This is an optimization exercise on Yosys and OpenROAD, whose aim is small area, not a production implementation.
At most, simulation tests tie the RTL to the original design; equivalence was not proved.

==> flow/design.v (excerpt) <==
module synthCore
(
	input logic MAX10_CLK2_50,
	input logic rstN,
	input logic sampleTick,
	input logic [25:0] cfg,
	output logic signed [15:0] sampleOut,
	output logic sampleValid
);
Size in the first run: about 930 cells after synthesis, about 8800 um^2 of cells after synthesis.
export LEC_CHECK = 0
export CAP_MARGIN = 20
export CORE_MARGIN = 2
export CORE_UTILIZATION = 60
export CTS_BUF_LIST = sky130_fd_sc_hd__clkbuf_8
export SLEW_MARGIN = 20
export BUFFER_PORTS_ARGS = -buffer_cell sky130_fd_sc_hd__buf_1
export CTS_ARGS = -sink_clustering_enable -repair_clock_nets -dont_use_dummy_load -buf_list {sky130_fd_sc_hd__clkbuf_4 sky130_fd_sc_hd__clkbuf_8}
create_clock -name core_clock -period 10.0 [get_ports {MAX10_CLK2_50}]
standard.sh (not shown) runs the stock make flow with config.mk's settings and CLKGATE_MAP_FILE= SYNTH_SCRIPT=/design/flow/synth_recipe.tcl, a recipe that flattens the netlist after the stock synthesis.
==> flow/flow/run.sh <==
#!/bin/bash
# The standard layout (standard.sh) with these changes:
# - synthesis: the standard flow's synthesis script, except that Yosys's generic ABC pass
#   before full-adder extraction is skipped (it scrambles the adders'
#   polarity), and the final ABC mapping
#   uses flow/abc_area.script (area-oriented amap mapping, no upsizing) instead of
#   ORFS's speed script; registers are not touched;
# - after synthesis, fapol.py picks each full adder's polarity (a full adder
#   is self-dual) so the netlist needs fewer inverters, and turns half adders
#   with one output in use into plain gates;
# - the port buffers are the smallest buffer cell;
# - clock tree synthesis inserts no dummy loads.
# Each tool's output goes to a log file here: synth.log, fapol.log, flow.log.
set -euo pipefail
W=$(pwd)
cat >> config.mk <<'EOC'
export BUFFER_PORTS_ARGS = -buffer_cell sky130_fd_sc_hd__buf_1
export CTS_ARGS = -sink_clustering_enable -repair_clock_nets -dont_use_dummy_load -buf_list {sky130_fd_sc_hd__clkbuf_4 sky130_fd_sc_hd__clkbuf_8}
EOC
{
  # The standard flow's synth wrapper, plus -noabc: no generic ABC pass before full-adder extraction
  echo 'proc synth {args} { yosys synth -nofsm -noshare -noabc {*}$args }'
  echo "proc abc {args} { set i [lsearch \$args -script]; if {\$i >= 0} { lset args [expr {\$i + 1}] $W/flow/abc_area.script }; yosys abc {*}\$args }"
  tail -n +2 synth_recipe.tcl
} > own_synth.tcl
sed "s#$W/synth_recipe.tcl#$W/own_synth.tcl#" standard.sh > own_standard.sh
grep -q own_synth.tcl own_standard.sh
bash own_standard.sh synth > synth.log 2>&1
R=orfs/results/sky130hd/synthCore/base
cp $R/1_2_yosys.v $R/1_2_yosys.orig.v
python3 flow/fapol.py $R/1_2_yosys.orig.v $R/1_2_yosys.v > fapol.log 2>&1
rm -f $R/1_synth.odb
bash own_standard.sh finish > flow.log 2>&1
==> flow/flow/abc_area.script <==
strash
dc2
dch
amap
topo
Other scripts of this flow, unchanged in this note and not shown: flow/flow/fapol.py
The first run completed with no timing, DRC or antenna violations.
Rerun with:
--- a/flow/flow/run.sh
+++ b/flow/flow/run.sh
@@ -3,3 +3 @@
-# - synthesis: the standard flow's synthesis script, except that Yosys's generic ABC pass
-#   before full-adder extraction is skipped (it scrambles the adders'
-#   polarity), and the final ABC mapping
+# - synthesis: the standard flow's synthesis script, except that the final ABC mapping
@@ -21,2 +19 @@
-  # The standard flow's synth wrapper, plus -noabc: no generic ABC pass before full-adder extraction
-  echo 'proc synth {args} { yosys synth -nofsm -noshare -noabc {*}$args }'
+  head -n 1 synth_recipe.tcl
==> flow/flow/abc_area.script (replaced) <==
strash
dch
amap
topo
Utilization goes down by 0.69 points.
Design area hardly moves.
Routed wire length goes down by 2.7%.
Sequential share of layout area hardly moves.

---

Another version of the RTL of synthCore (not shown whole).
For scale: roughly 980 cells after synthesis, ~140 flip-flops, roughly 46 I/O pins, about 0.010 mm^2 of cells after synthesis.
==> flow/config.mk <==
export PLATFORM = sky130hd
export DESIGN_NAME = synthCore
export DESIGN_NICKNAME = synthCore
export VERILOG_FILES = /design/flow/design.v
export SDC_FILE = /design/flow/constraint.sdc
export NUM_CORES = 4
export LEC_CHECK = 0
export CAP_MARGIN = 20
export CORE_MARGIN = 2
export CORE_UTILIZATION = 60
export CTS_BUF_LIST = sky130_fd_sc_hd__clkbuf_8
export SLEW_MARGIN = 20
export BUFFER_PORTS_ARGS = -buffer_cell sky130_fd_sc_hd__buf_1
export CTS_ARGS = -sink_clustering_enable -repair_clock_nets -dont_use_dummy_load -buf_list sky130_fd_sc_hd__clkbuf_16
==> flow/constraint.sdc <==
create_clock -name core_clock -period 10.0 [get_ports {MAX10_CLK2_50}]
set_input_delay 2.0000 -clock core_clock [delete_from_list [all_inputs] [get_ports {MAX10_CLK2_50}]]
set_output_delay 2.0000 -clock core_clock [all_outputs]
set_load 0.01 [all_outputs]
==> flow/flow/run.sh <==
#!/bin/bash
# The standard ORFS layout (the standard.sh, standard synthesis) with two
# changes: the port buffers are the smallest buffer cell, and clock tree
# synthesis inserts no dummy loads.
set -euo pipefail
cat >> config.mk <<'EOC'
export BUFFER_PORTS_ARGS = -buffer_cell sky130_fd_sc_hd__buf_1
export CTS_ARGS = -sink_clustering_enable -repair_clock_nets -dont_use_dummy_load -buf_list sky130_fd_sc_hd__clkbuf_16
EOC
bash standard.sh finish > flow.log 2>&1
The starting point finished clean.
Next try:
--- a/flow/flow/run.sh
+++ b/flow/flow/run.sh
@@ -8 +8 @@
-export CTS_ARGS = -sink_clustering_enable -repair_clock_nets -dont_use_dummy_load -buf_list sky130_fd_sc_hd__clkbuf_16
+export CTS_ARGS = -sink_clustering_enable -repair_clock_nets -dont_use_dummy_load -buf_list {sky130_fd_sc_hd__clkbuf_4 sky130_fd_sc_hd__clkbuf_8}
--- a/flow/config.mk
+++ b/flow/config.mk
@@ -14 +14 @@
-export CTS_ARGS = -sink_clustering_enable -repair_clock_nets -dont_use_dummy_load -buf_list sky130_fd_sc_hd__clkbuf_16
+export CTS_ARGS = -sink_clustering_enable -repair_clock_nets -dont_use_dummy_load -buf_list {sky130_fd_sc_hd__clkbuf_4 sky130_fd_sc_hd__clkbuf_8}
=> Core utilization came out lower by 1.2 points. Sequential share of layout area came out higher by 0.54 points. Register-to-register slack got worse by 20 ps. Count of clock-buffer cells in the layout does not change.
No run of this note included a check of the RTL's function; only the layout flow was run.

separate check: timing with driven ports:
Ports are ideal in the flow. The routed layouts listed here were re-timed in OpenROAD. Step 1 assumes that a clkbuf_16 drives the clock port and a buf_2 every other input. Step 2, shift: input delay + t, output delay - t, t = (earliest + latest rising clock arrival at the registers) / 2. This alone moves slack from input paths to output paths. Slacks: ideal / step 1 / step 2; pairs: ideal / step 1.
| run | t, ns | setup slack, ns | slew at the worst register clock pin (ns) |
|---|---|---|---|
| the first run of note 1 | 0.475 | 0.433 / 0.433 / 0.433 | 0.09 / 0.09 |
| the second run of note 1 | 0.484 | 0.918 / 0.918 / 0.918 | 0.09 / 0.09 |
| the first run of note 2 | 0.462 | 1.833 / 1.833 / 1.833 | 0.06 / 0.06 |
| the second run of note 2 | 0.477 | 1.812 / 1.812 / 1.812 | 0.08 / 0.08 |
After both steps setup and hold are still met in every run listed.
